This design comes from an exercise in tuning for small area on the open sky130 flow, not from production work. The RTL was checked by simulation tests, not by an equivalence proof against the original design. No activity file was given, so power comes from the tool's default toggle rates.

==> design.v <==
`timescale 1ns/10ps
package dma_cmd_pkg;
    typedef struct packed {
        logic                   read;
        logic                   write;
        logic [10-1:0] address;
        logic [64-1:0] writedata;
    } mmio_req_t;
    typedef struct packed {
        logic                   new_cmd;
        logic [64-1:0] src_start_addr;
        logic [64-1:0] dst_start_addr;
        logic [64-1:0] xfer_length;
    } dma_cmd_t;
    typedef struct packed {
        logic sclr;
        logic clear_irq;
    } dma_cfg_t;
endpackage
`timescale 1ns/10ps
package dma_csr_pkg;
    localparam int CSR_WORD_W = 10 - 3;
    typedef enum logic [CSR_WORD_W-1:0] {
        CSR_DFH_HDR    = 'h00,
        CSR_ID_LO      = 'h01,
        CSR_ID_HI      = 'h02,
        CSR_NEXT_OFFS  = 'h03,
        CSR_SCRATCHPAD = 'h05,
        CSR_MAGIC_ADDR = 'h06,
        CSR_NUM_CHAN   = 'h07,
        CSR_RD_SRC     = 'h10,
        CSR_RD_DST     = 'h11,
        CSR_RD_LEN     = 'h12,
        CSR_RD_CFG     = 'h14,
        CSR_WR_SRC     = 'h20,
        CSR_WR_DST     = 'h21,
        CSR_WR_LEN     = 'h22,
        CSR_WR_CFG     = 'h24
    } csr_addr_e;
    localparam int CFG_SCLR_BIT      = 0;
    localparam int CFG_CLEAR_IRQ_BIT = 1;
endpackage
`timescale 1ns/10ps
module dma_csr_regs
(
    input  logic                   clk,
    input  logic                   rst_local,
    input  dma_cmd_pkg::mmio_req_t              req,
    output logic [64-1:0] readdata,
    output logic                   readdatavalid,
    output dma_cmd_pkg::dma_cmd_t               rd_cmd,
    output dma_cmd_pkg::dma_cmd_t               wr_cmd,
    output dma_cmd_pkg::dma_cfg_t               rd_cfg,
    output dma_cmd_pkg::dma_cfg_t               wr_cfg,
    output logic [64-1:0] magic_addr
);
    localparam int DIR_RD = 0;
    localparam int DIR_WR = 1;
    dma_csr_pkg::csr_addr_e word_addr;
    logic [64-1:0] scratchpad;
    logic [64-1:0] src_q [2];
    logic [64-1:0] dst_q [2];
    logic [64-1:0] len_q [2];
    logic [1:0]             new_cmd_q;
    logic [1:0]             sclr_q, clear_irq_q;
    logic [1:0]             hit_src, hit_dst, hit_len, hit_cfg;
    assign word_addr = dma_csr_pkg::csr_addr_e'(req.address[10-1:3]);
    always_comb begin
        hit_src = {word_addr == dma_csr_pkg::CSR_WR_SRC, word_addr == dma_csr_pkg::CSR_RD_SRC} & {2{req.write}};
        hit_dst = {word_addr == dma_csr_pkg::CSR_WR_DST, word_addr == dma_csr_pkg::CSR_RD_DST} & {2{req.write}};
        hit_len = {word_addr == dma_csr_pkg::CSR_WR_LEN, word_addr == dma_csr_pkg::CSR_RD_LEN} & {2{req.write}};
        hit_cfg = {word_addr == dma_csr_pkg::CSR_WR_CFG, word_addr == dma_csr_pkg::CSR_RD_CFG} & {2{req.write}};
    end
    always_ff @(posedge clk) begin
        if (rst_local) begin
            scratchpad <= '0;
            magic_addr <= '0;
        end else if (req.write) begin
            if (word_addr == dma_csr_pkg::CSR_SCRATCHPAD)
                scratchpad <= req.writedata;
            if (word_addr == dma_csr_pkg::CSR_MAGIC_ADDR)
                magic_addr <= req.writedata;
        end
    end
    always_ff @(posedge clk) begin
        for (int d = 0; d < 2; d++) begin
            if (hit_src[d])
                src_q[d] <= req.writedata;
            if (hit_dst[d])
                dst_q[d] <= req.writedata;
            if (hit_len[d])
                len_q[d] <= req.writedata;
        end
    end
    always_ff @(posedge clk) begin
        if (rst_local) begin
            new_cmd_q <= '0;
            sclr_q      <= '0;
            clear_irq_q <= '0;
        end else begin
            for (int d = 0; d < 2; d++) begin
                new_cmd_q[d] <= hit_len[d] && (req.writedata != '0);
                sclr_q[d] <= hit_cfg[d] && req.writedata[dma_csr_pkg::CFG_SCLR_BIT];
                clear_irq_q[d] <= hit_cfg[d] && req.writedata[dma_csr_pkg::CFG_CLEAR_IRQ_BIT];
            end
        end
    end
    always_ff @(posedge clk) begin
        if (rst_local) begin
            readdata      <= '0;
            readdatavalid <= 1'b0;
        end else begin
            readdatavalid <= req.read;
            if (req.read) begin
                case (word_addr)
                    dma_csr_pkg::CSR_DFH_HDR:    readdata <= 64'h1000_0100_0000_0001;
                    dma_csr_pkg::CSR_ID_LO:      readdata <= 64'hA2C4_5E71_09B3_6D18;
                    dma_csr_pkg::CSR_ID_HI:      readdata <= 64'h3F8E_D05A_4B12_C967;
                    dma_csr_pkg::CSR_NEXT_OFFS:  readdata <= 64'h0000_0000_0000_0000;
                    dma_csr_pkg::CSR_SCRATCHPAD: readdata <= scratchpad;
                    dma_csr_pkg::CSR_MAGIC_ADDR: readdata <= magic_addr;
                    dma_csr_pkg::CSR_NUM_CHAN:   readdata <= 64'(2);
                    dma_csr_pkg::CSR_RD_SRC:     readdata <= src_q[DIR_RD];
                    dma_csr_pkg::CSR_RD_DST:     readdata <= dst_q[DIR_RD];
                    dma_csr_pkg::CSR_RD_LEN:     readdata <= len_q[DIR_RD];
                    dma_csr_pkg::CSR_WR_SRC:     readdata <= src_q[DIR_WR];
                    dma_csr_pkg::CSR_WR_DST:     readdata <= dst_q[DIR_WR];
                    dma_csr_pkg::CSR_WR_LEN:     readdata <= len_q[DIR_WR];
                    default:        readdata <= 64'h0BAD_0BAD_0BAD_0BAD;
                endcase
            end
        end
    end
    assign rd_cmd = {new_cmd_q[DIR_RD], src_q[DIR_RD],
                      dst_q[DIR_RD], len_q[DIR_RD]};
    assign wr_cmd = {new_cmd_q[DIR_WR], src_q[DIR_WR],
                      dst_q[DIR_WR], len_q[DIR_WR]};
    assign rd_cfg = {sclr_q[DIR_RD], clear_irq_q[DIR_RD]};
    assign wr_cfg = {sclr_q[DIR_WR], clear_irq_q[DIR_WR]};
endmodule
`timescale 1ns/10ps
module dma_cmd_splitter
(
    input  logic     clk,
    input  logic     rst_local,
    input  dma_cmd_pkg::dma_cmd_t cmd,
    output dma_cmd_pkg::dma_cmd_t chan0_cmd,
    output dma_cmd_pkg::dma_cmd_t chan1_cmd,
    output logic     only_ch0
);
    logic [1:0]             stb_d;
    logic [1:0]             chan_stb;
    logic [64-1:0] src_q, dst_q;
    logic [64-1:0] len_ch0, len_ch1;
    logic [64-1:0] src_ch1, dst_ch1;
    always_ff @(posedge clk) begin
        if (rst_local) begin
            stb_d    <= '0;
            chan_stb <= '0;
            only_ch0 <= 1'b0;
        end else begin
            stb_d <= {stb_d[0], cmd.new_cmd};
            chan_stb <= {stb_d[1] && (len_ch1 != '0), stb_d[1]};
            if (cmd.new_cmd)
                only_ch0 <= (cmd.xfer_length >> 1) == '0;
        end
    end
    always_ff @(posedge clk) begin
        if (cmd.new_cmd) begin
            src_q   <= cmd.src_start_addr;
            dst_q   <= cmd.dst_start_addr;
            len_ch1 <= cmd.xfer_length >> 1;
            len_ch0 <= (cmd.xfer_length >> 1)
                       + cmd.xfer_length[1-1:0];
        end
        if (stb_d[0]) begin
            src_ch1 <= src_q + len_ch0;
            dst_ch1 <= dst_q + len_ch0;
        end
    end
    assign chan0_cmd = {chan_stb[0], src_q,
                      dst_q, len_ch0};
    assign chan1_cmd = {chan_stb[1], src_ch1,
                      dst_ch1, len_ch1};
endmodule
`timescale 1ns/10ps
module dma_done_tracker (
    input  logic                     clk,
    input  logic                     rst_local,
    input  logic [2-1:0] chan_new_cmd,
    input  logic                     only_ch0,
    input  logic                     cmd_start,
    input  logic [2-1:0] chan_done,
    output logic                     xfer_done
);
    logic [2-1:0] waiting;
    logic [2-1:0] received;
    logic [2-1:0] only_mask;
    assign only_mask = {{(2-1){only_ch0}}, 1'b0};
    always_ff @(posedge clk) begin
        if (rst_local) begin
            waiting   <= '0;
            received  <= '0;
            xfer_done <= 1'b0;
        end else begin
            xfer_done <= !xfer_done && (&(waiting & received));
            if (xfer_done)
                waiting <= '0;
            else
                waiting <= waiting | chan_new_cmd | only_mask;
            if (xfer_done || cmd_start)
                received <= '0;
            else
                received <= received | chan_done | only_mask;
        end
    end
endmodule
`timescale 1ns/10ps
module dma_dispatcher (
    input  logic                     clk,
    input  logic                     rst_local,
    input  logic                     mmio_read,
    input  logic                     mmio_write,
    input  logic [10-1:0]   mmio_address,
    input  logic [64-1:0]   mmio_writedata,
    output logic [64-1:0]   readdata,
    output logic                     readdatavalid,
    output logic                     rd_ch0_new_cmd,
    output logic [64-1:0]   rd_ch0_src_start_addr,
    output logic [64-1:0]   rd_ch0_dst_start_addr,
    output logic [64-1:0]   rd_ch0_xfer_length,
    output logic                     rd_ch1_new_cmd,
    output logic [64-1:0]   rd_ch1_src_start_addr,
    output logic [64-1:0]   rd_ch1_dst_start_addr,
    output logic [64-1:0]   rd_ch1_xfer_length,
    output logic                     wr_ch0_new_cmd,
    output logic [64-1:0]   wr_ch0_src_start_addr,
    output logic [64-1:0]   wr_ch0_dst_start_addr,
    output logic [64-1:0]   wr_ch0_xfer_length,
    output logic                     wr_ch1_new_cmd,
    output logic [64-1:0]   wr_ch1_src_start_addr,
    output logic [64-1:0]   wr_ch1_dst_start_addr,
    output logic [64-1:0]   wr_ch1_xfer_length,
    output logic                     rd_cfg_sclr,
    output logic                     rd_cfg_clear_irq,
    output logic                     wr_cfg_sclr,
    output logic                     wr_cfg_clear_irq,
    output logic [64-1:0]   magic_addr,
    input  logic [2-1:0] rd_chan_done,
    input  logic [2-1:0] wr_chan_done,
    output logic                     host_mem_rd_xfer_done,
    output logic                     host_mem_wr_xfer_done
);
    dma_cmd_pkg::mmio_req_t   mmio_req;
    dma_cmd_pkg::dma_cmd_t    rd_cmd, wr_cmd;
    dma_cmd_pkg::dma_cmd_t    rd_ch0_cmd, rd_ch1_cmd, wr_ch0_cmd, wr_ch1_cmd;
    dma_cmd_pkg::dma_cfg_t    rd_cfg, wr_cfg;
    logic                     rd_only_ch0, wr_only_ch0;
    logic [2-1:0] rd_chan_stb, wr_chan_stb;
    assign mmio_req = {mmio_read, mmio_write, mmio_address, mmio_writedata};
    assign {rd_ch0_new_cmd, rd_ch0_src_start_addr, rd_ch0_dst_start_addr,
            rd_ch0_xfer_length} = rd_ch0_cmd;
    assign {rd_ch1_new_cmd, rd_ch1_src_start_addr, rd_ch1_dst_start_addr,
            rd_ch1_xfer_length} = rd_ch1_cmd;
    assign {wr_ch0_new_cmd, wr_ch0_src_start_addr, wr_ch0_dst_start_addr,
            wr_ch0_xfer_length} = wr_ch0_cmd;
    assign {wr_ch1_new_cmd, wr_ch1_src_start_addr, wr_ch1_dst_start_addr,
            wr_ch1_xfer_length} = wr_ch1_cmd;
    assign {rd_cfg_sclr, rd_cfg_clear_irq} = rd_cfg;
    assign {wr_cfg_sclr, wr_cfg_clear_irq} = wr_cfg;
    assign rd_chan_stb = {rd_ch1_cmd.new_cmd, rd_ch0_cmd.new_cmd};
    assign wr_chan_stb = {wr_ch1_cmd.new_cmd, wr_ch0_cmd.new_cmd};
    dma_csr_regs csr_inst (
        .clk, .rst_local,
        .req (mmio_req),
        .readdata, .readdatavalid,
        .rd_cmd, .wr_cmd,
        .rd_cfg, .wr_cfg,
        .magic_addr
    );
    dma_cmd_splitter rd_split_inst (
        .clk, .rst_local,
        .cmd (rd_cmd), .chan0_cmd (rd_ch0_cmd), .chan1_cmd (rd_ch1_cmd),
        .only_ch0 (rd_only_ch0)
    );
    dma_done_tracker rd_done_inst (
        .clk, .rst_local,
        .chan_new_cmd (rd_chan_stb), .only_ch0 (rd_only_ch0),
        .cmd_start (rd_cmd.new_cmd), .chan_done (rd_chan_done),
        .xfer_done (host_mem_rd_xfer_done)
    );
    dma_cmd_splitter wr_split_inst (
        .clk, .rst_local,
        .cmd (wr_cmd), .chan0_cmd (wr_ch0_cmd), .chan1_cmd (wr_ch1_cmd),
        .only_ch0 (wr_only_ch0)
    );
    dma_done_tracker wr_done_inst (
        .clk, .rst_local,
        .chan_new_cmd (wr_chan_stb), .only_ch0 (wr_only_ch0),
        .cmd_start (wr_cmd.new_cmd), .chan_done (wr_chan_done),
        .xfer_done (host_mem_wr_xfer_done)
    );
endmodule
==> run.sh <==
#!/bin/bash
# synth_recipe.tcl (not shown) runs the flow's synth.tcl, then flattens the netlist and writes it again
# the make line also repeats each setting of config.mk as NAME=value (left out here)
make -C /OpenROAD-flow-scripts/flow DESIGN_CONFIG=/design/flow/config.mk WORK_HOME=/design/flow/orfs CLKGATE_MAP_FILE= SYNTH_SCRIPT=/design/flow/synth_recipe.tcl finish
==> config.mk <==
export PLATFORM = sky130hd
export DESIGN_NAME = dma_dispatcher
export DESIGN_NICKNAME = dma_dispatcher
export VERILOG_FILES = /design/flow/design.v
export SDC_FILE = /design/flow/constraint.sdc
export NUM_CORES = 4
export LEC_CHECK = 0
export CAP_MARGIN = 20
export CORE_MARGIN = 2
export CORE_UTILIZATION = 40
export SLEW_MARGIN = 20
==> constraint.sdc <==
create_clock -name core_clock -period 8.0 [get_ports {clk}]
set_input_delay 1.6000 -clock core_clock [delete_from_list [all_inputs] [get_ports {clk}]]
set_output_delay 1.6000 -clock core_clock [all_outputs]
set_load 0.01 [all_outputs]
==> Implementation_results.wiki <==
{| class="wikitable"
! Metric !! Value
|-
| Clock-pin transition on the worst setup and hold timing paths || 60 ps
|-
| Min-Delay Path Class || reg2reg
|-
| Relative max-transition margin || 22.58%
|-
| Gate count after technology mapping || 4981
|-
| Cell area after technology mapping || 61820 µm²
|-
| IR drop worst, VDD || 214.0 µV
|-
| Core Util, Final || 51.58%
|-
| Max-slew violation count || 0
|-
| Clock Root Buffer || clkbuf_16
|-
| CP Capture Type || flop
|-
| Core region area || 153700 µm²
|-
| Critical path data arrival time || 5510 ps
|-
| Vertical die dimension || 397.1 µm
|-
| Iteration-0 DRC count of the detailed router || 7658
|-
| H-tree depth || 4
|-
| GRT Util Overall || 37.70%
|-
| Startpoint Class || flop
|-
| Maximum clock frequency || 202.2 MHz
|-
| Die span in x || 397.1 µm
|-
| I/O pin cnt || 989
|-
| Most instantiated flip-flop cell in the synthesis netlist || edfxtp_1
|-
| Share of synthesized registers carrying an async set or reset || 0%
|-
| Post-detailed-routing wire length || 307700 µm
|-
| Largest fanout of any net on the critical path || 5
|-
| Setup TNS || 0 ps
|-
| Clock tree sinks || 1369
|-
| Hpwl dp || 241200 µm
|-
| Antenna violations before repair || 39
|-
| Final Net Count || 6313
|-
| Number of instances in the placed design || 7862
|-
| Starting Density || 40.22%
|-
| Maximum number of pins on one net before global-route repair || 90
|-
| Leakage power figure || 27.09 nW
|-
| Most frequent cell on the critical path || a211oi_1
|-
| Cts repair resizes || 0
|-
| Clock tree from TritonCTS || built
|-
| Number of iterations in the first detailed-routing pass || 6
|-
| Wire length of the first global-routing pass || 404100 µm
|-
| Transition time at the pin with the least slew margin || 1159 ps
|-
| Status || timing/DRC/antenna clean
|-
| Global route overflow || 0
|-
| Number of enable-type register cells in the synthesized netlist || 1150
|-
| Number of fill cells in the layout || 13.31k
|-
| Type of the worst setup path || reg2reg
|-
| Post-synthesis register bit count || 1369
|-
| Delay of the slowest cell on the worst path || 880 ps
|-
| Layout cell share with drive strength beyond 1 || 6.365%
|-
| Syn. warnings || 6
|-
| TritonCTS buffer count || 151
|-
| Cell type of the slowest stage on the worst timing path || nor3_1
|-
| Per-cell via count in the routed design || 6.197
|-
| Site Rows || 144
|-
| Share of the cycle needed by the critical path after routing || 61.81%
|-
| Vias in the first global route || 46.38k
|-
| Routability-driven placement congestion ratio || 1.057
|-
| Via count || 50.53k
|-
| Max clock buf depth || 3
|-
| Mean post-synth cell area || 12.41 µm²
|-
| Quantity of hold-fixing buffers added after cts || 0
|-
| Clock insertion delay at the later pin of the skew report || 840 ps
|-
| Number of distinct standard cells referenced by the synthesized netlist || 97
|-
| Final Hold Fails || 0
|-
| Sequential-to-total area share from yosys stat || 62.95%
|-
| Non-filler cells, final || 8154
|-
| Number of antenna-violating nets in the routed design || 0
|-
| Number of violations of the max-capacitance limit || 0
|-
| Post-CTS Setup Bufs || 0
|-
| Biggest registers after layout || csr_inst.dst_q (128), csr_inst.len_q (128), csr_inst.src_q (128)
|-
| Area growth from synthesis to final layout || 28.23%
|-
| Final Hold Slack || 435.6 ps
|-
| Shortest period the worst path allows || 4945 ps
|-
| DR DRC count || 0
|-
| Cell Pwr Density || 192.6 nW/µm²
|-
| Die ar. || 157700 µm²
|-
| Avg WL per Cell || 37.73 µm
|-
| Required time at the worst-slack endpoint || 8560 ps
|-
| RSZ-0062 raised after global routing || false
|-
| Cell chain of the critical path || ha_1 -> fa_1 -> a211oi_1 -> nor2_1 -> o221ai_1 -> a211oi_1 -> nor3_1 -> o21a_1 -> o41ai_2 -> or2_1 -> a21oi_1 -> xnor2_1
|-
| Total of endpoints with negative setup slack in the final report || 0
|-
| Count of buffers inserted at the top-level ports || 983
|-
| Fin Clk Skew || 57.05 ps
|}
[cell type report]
class / instances / area (µm²) / area share [%]
Sequential cell: 1369 / 38930 / 49.11
Multi-Input combinational cell: 3324 / 21920 / 27.65
Timing Repair Buffer: 1062 / 10450 / 13.19
Clock buffer: 210 / 4222 / 5.325
Tap cell: 2044 / 2557 / 3.226
Clock inverter: 68 / 918.4 / 1.159
Inverter: 63 / 236.5 / 0.2983
Antenna cell: 14 / 35.03 / 0.04419
[path summary, 6_finish.rpt]
path                                                    startpoint  depth (start not counted)  slack, ps                             endpoint
worst max-delay path            wr_split_inst.len_ch0[0]$_DFFE_PP_                         12       3060  wr_split_inst.dst_ch1[54]$_DFFE_PP_
worst min-delay path               csr_inst.dst_q[1][39]$_DFFE_PP_                          0        440    wr_split_inst.dst_q[39]$_DFFE_PP_
worst max register to register  wr_split_inst.len_ch0[0]$_DFFE_PP_                         12       3060  wr_split_inst.dst_ch1[54]$_DFFE_PP_
worst min register to register     csr_inst.dst_q[1][39]$_DFFE_PP_                          0        440    wr_split_inst.dst_q[39]$_DFFE_PP_
[synth_stat cells, types with 6 or more instances]
cell type	count	share of area, %
o41ai_1	9	0.13
buf_1	9	0.055
a21o_1	130	1.6
or4_1	6	0.073
or3_1	12	0.12
xnor2_1	239	3.4
nor2_1	251	1.5
xor2_1	129	1.8
inv_1	63	0.38
a21oi_1	474	3.8
o21ai_0	121	0.98
edfxtp_1	1150	56
o21a_1	31	0.38
clkbuf_1	199	1.2
and2_1	22	0.22
and3_1	45	0.46
o31ai_1	13	0.16
and4_1	16	0.23
nand2_1	529	3.2
a221oi_1	41	0.58
dfxtp_1	219	7.1
buf_2	16	0.13
nor2b_1	43	0.44
ha_1	256	5.2
a211oi_1	56	0.68
a22o_1	11	0.16
nor4_1	101	1.0
nor3_1	63	0.51
nand4_1	114	1.2
a31oi_1	48	0.49
o211ai_1	18	0.22
nand3b_1	6	0.073
a22oi_1	90	1.1
o21ai_1	35	0.28
nand3_1	133	1.1
nand2b_1	30	0.30
a41oi_1	15	0.21
a222oi_1	63	1.0
o21bai_1	41	0.50
[cells in the final DEF (no fill, tap or decap), types with 38 or more instances in the layout]
cell type / n
a211oi_1: 55
a21o_1: 130
a21oi_1: 473
a221oi_1: 41
a222oi_1: 63
a22oi_1: 90
a31oi_1: 48
and3_1: 44
buf_4: 77
clkbuf_1: 38
clkbuf_16: 152
clkdlybuf4s50_1: 981
dfxtp_1: 215
edfxtp_1: 1150
ha_1: 256
inv_1: 61
nand2_1: 527
nand3_1: 133
nand4_1: 114
nor2_1: 244
nor2b_1: 43
nor3_1: 63
nor4_1: 100
o21ai_0: 121
o21bai_1: 41
xnor2_1: 239
xor2_1: 129
[through the flow]
stage                     power (mW)  setup WS (ps)  area (µm²)
after global routing           15.57           2972       79250
after global placement         8.188           2516       74080
after floorplan                7.965          675.2       61820
after CTS                      15.28           2817       79220
after detailed placement       8.191           2483       74080
final                          15.27           3055       79270
[worst max-delay path, delay by kind of cell (launching register included)]
family	cells	cell delay [ps]
compound gates	6	2050
xor+xnor	1	80
fa+ha+maj	2	810
flops	1	430
simple gates	3	1300
[metal layers]
| layer | vias to the layer above | track usage (%) | part of all wire [%] |
|---|---|---|---|
| li1 | 21144 | - | - |
| met1 | 25470 | 50.96 | 40 |
| met2 | 3439 | 57.26 | 44 |
| met3 | 463 | 10.63 | 12 |
| met4 | 12 | 14.97 | 4.3 |
| met5 | - | 0 | 0.028 |
[power breakdown]
group / total (mW) / internal [mW] / switching, mW
sequential: 7.72 / 7.69 / 0.0333
clock: 7.22 / 4.10 / 3.12
combinational: 0.331 / 0.110 / 0.221
[cell families after synthesis]
kind of cell | synth area share, %
adder cells (fa/ha/maj) | 5.311
buffers and inverters | 1.799
multiplexers | 0.01619
XOR/XNOR | 5.214
other | 0.006066
AND/OR/NAND/NOR | 10.82
AO/OA/AOI/OAI | 13.88
flip-flops | 62.95

## what the ideal ports hide
In the flow no input, the clock included, has a driving cell. The finished layout below was timed again as built, in two steps. Step 1: set_driving_cell puts a clkbuf_16 on clk and a buf_2 on each other input, an assumption about the parent block. Step 2 adds t to the input delays and takes it off the output delays; t is the mean of the earliest and latest rising clock arrival at the registers after step 1. Input paths then give back, and output paths get back, about the clock's delay inside the block. a / b / c = no drivers / after step 1 / after step 2; a / b = the first two.
t (ns): 0.890
slack for setup (ns): 3.055 / 3.055 / 2.431
slew at the worst register clock pin (ns): 0.07 / 0.07
worst slew at a driven data input, ns: 0.19
After both steps this run still meets setup and hold. For this run, drivers alone change the setup slack by 0.000 ns; drivers and shift together by -0.624 ns.
